Source: an optimization exercise on an open RTL-to-GDS flow (aim: small area, a short achievable clock period and few clock cycles per item). Production flows keep margins and buffers that such runs may drop.
In this exercise RTL edits were held to simulation tests only and were not proved equivalent to the original.
Power is estimated from default activity; no workload was simulated.

`config.mk`:
```
export PLATFORM = sky130hd
export DESIGN_NAME = rv_core_top
export DESIGN_NICKNAME = rv_core_top
export VERILOG_FILES = /design/flow/design.v
export SDC_FILE = /design/flow/constraint.sdc
export NUM_CORES = 4
export LEC_CHECK = 0
export ABC_CLOCK_PERIOD_IN_PS = 3000
export CAP_MARGIN = 20
export CORE_MARGIN = 2
export CORE_UTILIZATION = 40
export PLACE_DENSITY = 0.55
export SETUP_SLACK_MARGIN = 5
export SLEW_MARGIN = 20
export TNS_END_PERCENT = 100
```
`constraint.sdc`:
```
create_clock -name core_clock -period 10.0 [get_ports {clk}]
set_input_delay 2.0000 -clock core_clock [delete_from_list [all_inputs] [get_ports {clk}]]
set_output_delay 2.0000 -clock core_clock [all_outputs]
set_load 0.01 [all_outputs]
```
`design.v`:
```
`timescale 1ns/1ns
module rv_core_top (
    input  logic        clk,
    input  logic        arst_n,
    input  logic        instr_valid,
    input  logic [31:0] instr,
    output logic        instr_ready,
    output logic [31:0] pc,
    output logic        retire_valid,
    output logic [31:0] retire_pc,
    output logic        retire_we,
    output logic [4:0]  retire_rd,
    output logic [31:0] retire_data,
    output logic        retire_illegal
);
    localparam logic [1:0] S_F = 2'd0, S_R = 2'd1, S_X = 2'd2, S_M = 2'd3;
    logic [1:0]  state;
    logic        clr;
    logic [31:0] ir, pc_q, a, b;
    logic [5:0]  maddr;
    logic        r_valid, r_we, r_ill;
    logic [31:0] r_pc, r_data;
    logic [31:0] regs [1:31];
    logic [31:0] dmem [64];
    logic [6:0]  opc;
    logic [4:0]  rd, rs1, rs2;
    logic [2:0]  f3;
    logic        d_load, d_imm, d_jalr, d_store, d_op, d_br, d_jal, d_auipc, d_lui;
    logic        d_writes, d_we, d_mem, d_use_imm;
    logic [31:0] imm_i, imm_s, imm_b, imm_j, imm_u, imm_pc;
    assign opc = ir[6:0];
    assign rd  = ir[11:7];
    assign f3  = ir[14:12];
    assign rs1 = ir[19:15];
    assign rs2 = ir[24:20];
    assign d_load  = (opc == 7'b0000011);
    assign d_imm   = (opc == 7'b0010011);
    assign d_jalr  = (opc == 7'b1100111);
    assign d_store = (opc == 7'b0100011);
    assign d_op    = (opc == 7'b0110011);
    assign d_br    = (opc == 7'b1100011);
    assign d_jal   = (opc == 7'b1101111);
    assign d_auipc = (opc == 7'b0010111);
    assign d_lui   = (opc == 7'b0110111);
    assign d_writes  = d_load | d_imm | d_jalr | d_op | d_jal | d_auipc | d_lui;
    assign d_we      = d_writes && (rd != 5'd0);
    assign d_mem     = d_load | d_store;
    assign d_use_imm = d_imm | d_jalr | d_lui | d_load;
    assign imm_i  = {{20{ir[31]}}, ir[31:20]};
    assign imm_s  = {{20{ir[31]}}, ir[31:25], ir[11:7]};
    assign imm_b  = {{19{ir[31]}}, ir[31], ir[7], ir[30:25], ir[11:8], 1'b0};
    assign imm_j  = {{11{ir[31]}}, ir[31], ir[19:12], ir[20], ir[30:21], 1'b0};
    assign imm_u  = {ir[31:12], 12'b0};
    assign imm_pc = d_jal ? imm_j : (d_br ? imm_b : imm_u);
    logic [31:0] rf_a, rf_b;
    assign rf_a = (rs1 == 5'd0) ? 32'd0 : regs[rs1];
    assign rf_b = (rs2 == 5'd0) ? 32'd0 : regs[rs2];
    logic        sub, cout, lt, ltu, eq, taken, sh_left;
    logic [31:0] bx, sum, sh_in, sh_out, shr, shl, tgt, pc4, alu, wb, npc;
    logic [7:0]  addr;
    assign sub = d_br || ((d_op || d_imm) && (f3 == 3'b010 || f3 == 3'b011)) ||
                 (d_op && f3 == 3'b000 && ir[30]);
    assign bx  = b ^ {32{sub}};
    assign {cout, sum} = {1'b0, a} + {1'b0, bx} + {32'd0, sub};
    assign ltu = !cout;
    assign lt  = (a[31] ^ b[31]) ? a[31] : sum[31];
    assign eq  = (a == b);
    assign sh_left = !f3[2];
    always_comb for (int i = 0; i < 32; i++) sh_in[i] = sh_left ? a[31 - i] : a[i];
    assign sh_out = $unsigned($signed({ir[30] & a[31] & !sh_left, sh_in}) >>> b[4:0]);
    always_comb for (int i = 0; i < 32; i++) shl[i] = sh_out[31 - i];
    assign shr = sh_out;
    always_comb begin
        case (f3)
            3'b000:  alu = sum;
            3'b001:  alu = shl;
            3'b010:  alu = {31'd0, lt};
            3'b011:  alu = {31'd0, ltu};
            3'b100:  alu = a ^ b;
            3'b101:  alu = shr;
            3'b110:  alu = a | b;
            default: alu = a & b;
        endcase
    end
    always_comb begin
        case (f3)
            3'b000:  taken = eq;
            3'b001:  taken = !eq;
            3'b100:  taken = lt;
            3'b101:  taken = !lt;
            3'b110:  taken = ltu;
            3'b111:  taken = !ltu;
            default: taken = 1'b0;
        endcase
    end
    assign tgt = pc_q + imm_pc;
    assign pc4 = pc_q + 32'd4;
    always_comb begin
        if (!d_we)                 wb = 32'd0;
        else if (d_op || d_imm)    wb = alu;
        else if (d_lui)            wb = b;
        else if (d_auipc)          wb = tgt;
        else                       wb = pc4;    
    end
    always_comb begin
        if (d_jal || (d_br && taken)) npc = tgt;
        else if (d_jalr)              npc = {sum[31:1], 1'b0};
        else                          npc = pc4;
    end
    assign addr = a[7:0] + (d_store ? imm_s[7:0] : imm_i[7:0]);
    assign instr_ready = (state == S_F);
    always_ff @(posedge clk or negedge arst_n) begin
        if (!arst_n) begin
            state   <= S_F;
            clr     <= 1'b1;
            pc_q    <= 32'd0;
            r_valid <= 1'b0;
            r_data  <= 32'd0;
        end else begin
            clr     <= 1'b0;
            r_valid <= 1'b0;
            case (state)
                S_F: if (instr_valid) state <= S_R;
                S_R: state <= S_X;
                S_X: begin
                    if (d_mem) begin
                        state <= S_M;
                    end else begin
                        state   <= S_F;
                        pc_q    <= npc;
                        r_valid <= 1'b1;
                        r_data  <= wb;
                    end
                end
                default: begin
                    state   <= S_F;
                    pc_q    <= pc4;
                    r_valid <= 1'b1;
                    r_data  <= d_we ? dmem[maddr] : 32'd0;
                end
            endcase
        end
    end
    always_ff @(posedge clk) begin
        if (state == S_F && instr_valid) ir <= instr;
        if (state == S_R) begin
            a <= rf_a;
            b <= d_use_imm ? (d_lui ? imm_u : imm_i) : rf_b;
        end
        if (state == S_X) begin
            maddr <= addr[7:2];
            r_pc  <= pc_q;
            r_we  <= d_we;
            r_ill <= !(d_writes || d_store || d_br);
        end
        if (state == S_M && d_store) dmem[maddr] <= b;
        for (int i = 1; i < 32; i++)
            if (clr || (r_valid && r_we && rd == 5'(i))) regs[i] <= r_data;
    end
    assign pc             = pc_q;
    assign retire_valid   = r_valid;
    assign retire_pc      = r_pc;
    assign retire_we      = r_we;
    assign retire_rd      = rd;
    assign retire_data    = r_data;
    assign retire_illegal = r_ill;
endmodule
```
`run.sh`:
```
#!/bin/bash
# synth_recipe.tcl (not shown) runs the flow's synth.tcl, then flattens the netlist and writes it again
# the make line also repeats each setting of config.mk as NAME=value (left out here)
make -C /OpenROAD-flow-scripts/flow DESIGN_CONFIG=/design/flow/config.mk WORK_HOME=/design/flow/orfs CLKGATE_MAP_FILE= SYNTH_SCRIPT=/design/flow/synth_recipe.tcl finish
```
==> results_tabular.tex <==
\begin{tabular}{lr}
\hline
Metric & Value \\
\hline
\multicolumn{2}{l}{\textbf{STA}} \\
\quad Part of the cycle the worst path needs & 0.498 \\
\quad Number of endpoints failing setup at the final stage & 0 \\
\quad Slew at the pin closest to its max-slew limit & approximately 1.3 ns \\
\quad Worst-case hold slack & 0.570 ns \\
\quad Clock period minus final worst setup slack & 4.98 ns \\
\quad Clk\_skew & 0.0939 ns \\
\quad Max-slew violations & 0 \\
\quad Final-report hold violation count & 0 \\
\quad Headroom to the max-slew limit & 0.130 \\
\quad Setup tns final & 0 ns \\
\quad Timing-limited maximum frequency & around 0.2 GHz \\
\quad RSZ-0062 raised after global routing & true \\
\multicolumn{2}{l}{\textbf{Critical path}} \\
\quad Timing startpoint of the critical path & ir[3]\$\_DFFE\_PP\_ \\
\quad Category of the most critical setup path & register to register \\
\quad WP data arrival & between 5 and 6 ns \\
\quad Required @ worst endpoint & around 11 ns \\
\quad Critical Path End Type & register \\
\quad CP Launch Type & register \\
\quad Top fanout value on the critical path & 32 \\
\quad Startpoint of the worst register-to-register path & ir[3]\$\_DFFE\_PP\_ \\
\multicolumn{2}{l}{\textbf{Routing}} \\
\quad Met3 Wirelength & roughly 70 mm \\
\quad Final antenna-violating net count & 0 \\
\quad Met2 WL & 226 mm \\
\quad Vias after detailed routing & 89300 \\
\quad WL met1 & between 200 and 250 mm \\
\quad Top layer used by detailed routing & met5 \\
\quad Mean routed wirelength per cell & roughly 41 um \\
\quad Length of the first detailed-routing pass in iterations & 13 \\
\quad Average via count per standard cell & approximately 6.9 \\
\quad DRC violations left & 0 \\
\quad Final Routed Wirelength & roughly 540 mm \\
\quad Iteration-0 DRC count of the detailed router & $\sim$17000 \\
\multicolumn{2}{l}{\textbf{Synth}} \\
\quad Number of synthesized flops with an enable pin & between 3000 and 4000 \\
\quad Part of the Yosys area used for sequential elements & 0.707 \\
\quad Yosys reg bits & roughly 3200 \\
\quad Synth warn & 34 \\
\quad Cells after Synth & 7818 \\
\quad Post-synthesis async set-or-reset flop share & 0.0206 \\
\quad Syn\_area\_per\_cell & 17.6 sq um \\
\quad Cell area after synthesis & $\sim$140000 sq um \\
\quad Unique masters post-synth & between 90 and 100 \\
\quad Most frequently used flop master after synthesis & edfxtp\_1 \\
\multicolumn{2}{l}{\textbf{Global routing}} \\
\quad Vias in the first global route & roughly 85000 \\
\quad Global-route wire length before repair & approximately 720 mm \\
\quad Overall track demand over capacity in global routing & 0.301 \\
\quad Congestion Overflow GR & 0 \\
\quad Largest net degree at the start of global routing & between 100 and 150 \\
\quad Number of antenna violations at the first check in global routing & 32 \\
\multicolumn{2}{l}{\textbf{Clock network}} \\
\quad Clock Pin Slew Worst Setup and Hold Paths & around 0.060 ns \\
\quad Maximum buffer depth of the clock tree & 4 \\
\quad Number of buffers added by the clock tree synthesis step & between 300 and 400 \\
\quad Clock tree from TritonCTS & done \\
\quad Clock latency reported for the late side of the worst-skew pair & around 0.95 ns \\
\quad Max H-tree Level & 5 \\
\quad Clock root buffer & clkbuf\_16 \\
\quad Hold buffers post-CTS & 0 \\
\quad TritonCTS Sinks & 3248 \\
\multicolumn{2}{l}{\textbf{Finish}} \\
\quad Share of layout cells above drive strength 1 & 0.215 \\
\quad \# nets final & 8327 \\
\quad Number of cells in the finished layout apart from fillers & $\sim$13000 \\
\quad Growth of design area from synthesis to finish & 15.1\% \\
\quad Final Core Density & 0.462 \\
\quad Fill cells & between 20000 and 30000 \\
\multicolumn{2}{l}{\textbf{Job}} \\
\quad Max-Cap Viols & 0 \\
\multicolumn{2}{l}{\textbf{Die}} \\
\quad DIE HEIGHT & a little under 600 um \\
\quad Count of standard-cell rows & 215 \\
\quad Overall die width & 590 um \\
\quad Top-Level Pins & 140 \\
\quad DIE AREA & approximately 350000 sq um \\
\quad Effective utilization at floorplan & 0.401 \\
\quad Core Area & about 340000 sq um \\
\multicolumn{2}{l}{\textbf{Status}} \\
\quad Run status & no timing/DRC/antenna violations \\
\multicolumn{2}{l}{\textbf{Hold path}} \\
\quad Worst hold-check path type & register to register \\
\quad Worst hold start & r\_data[5]\$\_DFFE\_PN0P\_ \\
\multicolumn{2}{l}{\textbf{Power}} \\
\quad PwrDens & between 200 and 250 nW/um\^{}2 \\
\quad Part of the total power dissipated in the clock network & 0.348 \\
\quad Register share of total power & 0.452 \\
\quad Combinational fraction of design power & 0.200 \\
\quad Leakage power figure & 51.3 nW \\
\quad Fraction of power spent switching nets & 0.297 \\
\quad Total power after layout & around 36 mW \\
\quad Worst IR Drop VDD & between 0.1 and 0.15 mV \\
\quad Switching power & between 10 and 15 mW \\
\quad Cell-internal power & between 20 and 30 mW \\
\multicolumn{2}{l}{\textbf{Placed design}} \\
\quad Detailed Place HPWL & between 300 and 400 mm \\
\quad Placed cell count & 12300 \\
\quad Gpl congestion & $\sim$0.96 \\
\quad Total of buffers placed on input and output ports & $\sim$140 \\
\hline
\end{tabular}
kinds of logic (layout without fill, tap and decap cells):
family	after synthesis	in the layout	share of synthesized area
adders and majority gates	134	134	0.0123
other	1	29	0.0000273
AOI/OAI and AO/OA	1766	1766	0.0937
muxes	803	803	0.122
buffers and inverters	612	1227	0.0179
DFF	3248	3248	0.707
xor gates and xnor gates	126	126	0.00803
and+or+nand+nor	1128	1130	0.0388
flip-flops by register name, summed over array words and instances, names as in the netlist, 2 cells and up, named ones only:
register and flops:
state 2, b 32, maddr 6, a 32
dmem 2048, r_pc 31, pc_q 31, r_data 32
ir 32, regs 992
layout make-up:
class	instances	area, sq um	area share
Antenna cell	26	65.1	0.000412
Clock inverter	186	1810	0.0115
Tap cell	4557	5700	0.0361
Timing Repair Buffer	508	4410	0.0279
Multi-Input combinational cell	3962	39300	0.249
Inverter	92	350	0.00222
Sequential cell	3248	97200	0.615
Timing Repair inverter	1	5.00	0.0000317
Clock buffer	440	9220	0.0583
power groups by stage:
stage                     registers (mW)  clock network (mW)  logic (mW)
after detailed placement            16.7                   0        7.04
after global routing                16.5                13.3        7.52
after floorplan                     16.7                   0        3.80
after global placement              16.7                   0        7.01
after CTS                           16.5                12.8        7.10
final                               16.5                12.7        7.29
worst max-delay path, cell delays in order (launching register included):
cell,delay (ns)
edfxtp_1,0.55
or3_1,0.18
or3_1,0.40
o21ai_4,0.06
buf_4,0.23
nor2_2,0.51
and3_1,0.67
nand3_1,0.85
nor2_4,0.30
buf_4,0.67
path summary, 6_finish.rpt:
path / endpoint / slack (ns) / cells past startpoint
worst max-delay path: dmem[63][15]$_DFFE_PP_ / 5.02 / 9
worst min-delay path: r_data[5]$_DFFE_PN0P_ / 0.57 / 2
worst max register to register: dmem[63][15]$_DFFE_PP_ / 5.02 / 9
worst min register to register: r_data[5]$_DFFE_PN0P_ / 0.57 / 2
max in group asynchronous: r_data[22]$_DFFE_PN0P_ / 7.82 / 2
min in group asynchronous: pc_q[12]$_DFFE_PN0P_ / 0.99 / 1
through the flow:
stage / worst slack [ns] / cell area [sq um]
2_1_floorplan: 5.06 / 137000
3_3_place_gp: 3.75 / 146000
3_5_place_dp: 3.76 / 146000
4_1_cts: 4.97 / 158000
5_1_grt: 4.95 / 158000
6_report: 5.02 / 158000
cells in the final DEF, fill, tap and decap left out, types with 26 or more instances in the layout:
cell type        synthesis  layout
nand3_1                120     120
clkbuf_1               363      83
mux2_2                  27      27
clkinv_2                 0      41
xnor2_1                 82      80
clkdlybuf4s50_1          0     136
o211ai_1                36      36
a22o_1                 258     258
xor2_1                  44      43
clkbuf_16                0     356
nor3_1                  88      84
mux2i_1                 80      79
edfxtp_1              3175    3175
a21oi_1                279     277
a21o_1                  41      41
ha_1                   132     126
nand4_1                139     139
a221oi_1               271     270
clkinv_1                 0      84
a222oi_1                65      65
bufinv_16                0      27
buf_4                   13     350
a211oi_1                34      31
a22oi_1                348     348
o21ai_0                262     253
nor2_4                   0     125
nor2_1                 358     226
dfrtp_1                 66      63
mux4_2                 693     693
diode_2                  0      26
inv_1                   88      85
nand2_1                262     250
layer usage:
metal	track usage	up-vias
met5	0.00123	-
met4	0.130	12
met3	0.0921	1563
met2	0.432	7391
met1	0.424	46800
li1	-	33600
synth_stat cells (15+ instances only):
master | count | area share
o21bai_1 | 16 | 0.00087
a211oi_1 | 34 | 0.0019
a31oi_1 | 23 | 0.0010
nor3_1 | 88 | 0.0032
a22oi_1 | 348 | 0.019
and2_1 | 15 | 0.00068
nor2b_1 | 25 | 0.0011
mux4_2 | 693 | 0.11
inv_1 | 88 | 0.0024
o31ai_1 | 20 | 0.0011
o21ai_0 | 262 | 0.0095
or3_1 | 15 | 0.00068
edfxtp_1 | 3175 | 0.69
nand3_1 | 120 | 0.0044
nor2_1 | 358 | 0.0098
xor2_1 | 44 | 0.0028
nor4_1 | 19 | 0.00087
nand2_1 | 262 | 0.0072
a221oi_1 | 271 | 0.017
a22o_1 | 258 | 0.016
a21o_1 | 41 | 0.0022
nand2b_1 | 23 | 0.0010
and3_1 | 20 | 0.00091
a222oi_1 | 65 | 0.0047
dfrtp_1 | 66 | 0.012
a21oi_1 | 279 | 0.010
mux2i_1 | 80 | 0.0058
mux2_2 | 27 | 0.0022
ha_1 | 132 | 0.012
buf_1 | 74 | 0.0020
buf_2 | 67 | 0.0024
xnor2_1 | 82 | 0.0052
nand4_1 | 139 | 0.0063
o211ai_1 | 36 | 0.0020
clkbuf_1 | 363 | 0.0099
timing repair:
action                                  4_1_cts  5_1_grt
resized for setup                            28       33
cloned                                        3        2
buffers inserted                             10       11
endpoints found under the setup margin      141       49
pin swaps                                     5       14
Testbench counts, summed over its fixed seeds: cycles 105,502, instrs 32,000.

==> port drivers added, routing unchanged <==
Ports are ideal in the flow. The routed layout listed here was re-timed in OpenROAD. Step 1 (the two cells are an assumption about what drives the block):
set clk [get_ports {clk}]
set_driving_cell -lib_cell sky130_fd_sc_hd__clkbuf_16 $clk
set_driving_cell -lib_cell sky130_fd_sc_hd__buf_2 [delete_from_list [all_inputs] $clk]
Step 2 adds t to the input delays and takes it off the output delays; t is the mean of the earliest and latest rising clock arrival at the registers after step 1. Input paths then give back, and output paths get back, about the clock's delay inside the block. Three values: ideal ports, drivers, drivers and shift; two values: the first two.
t, ns: 1.014
slack for setup (ns): 5.021 / 5.021 / 5.021
worst setup path at the end: register to register
After both steps setup and hold are still met in this run. For this run, drivers alone change the setup slack by 0.000 ns; drivers and shift together by 0.000 ns.
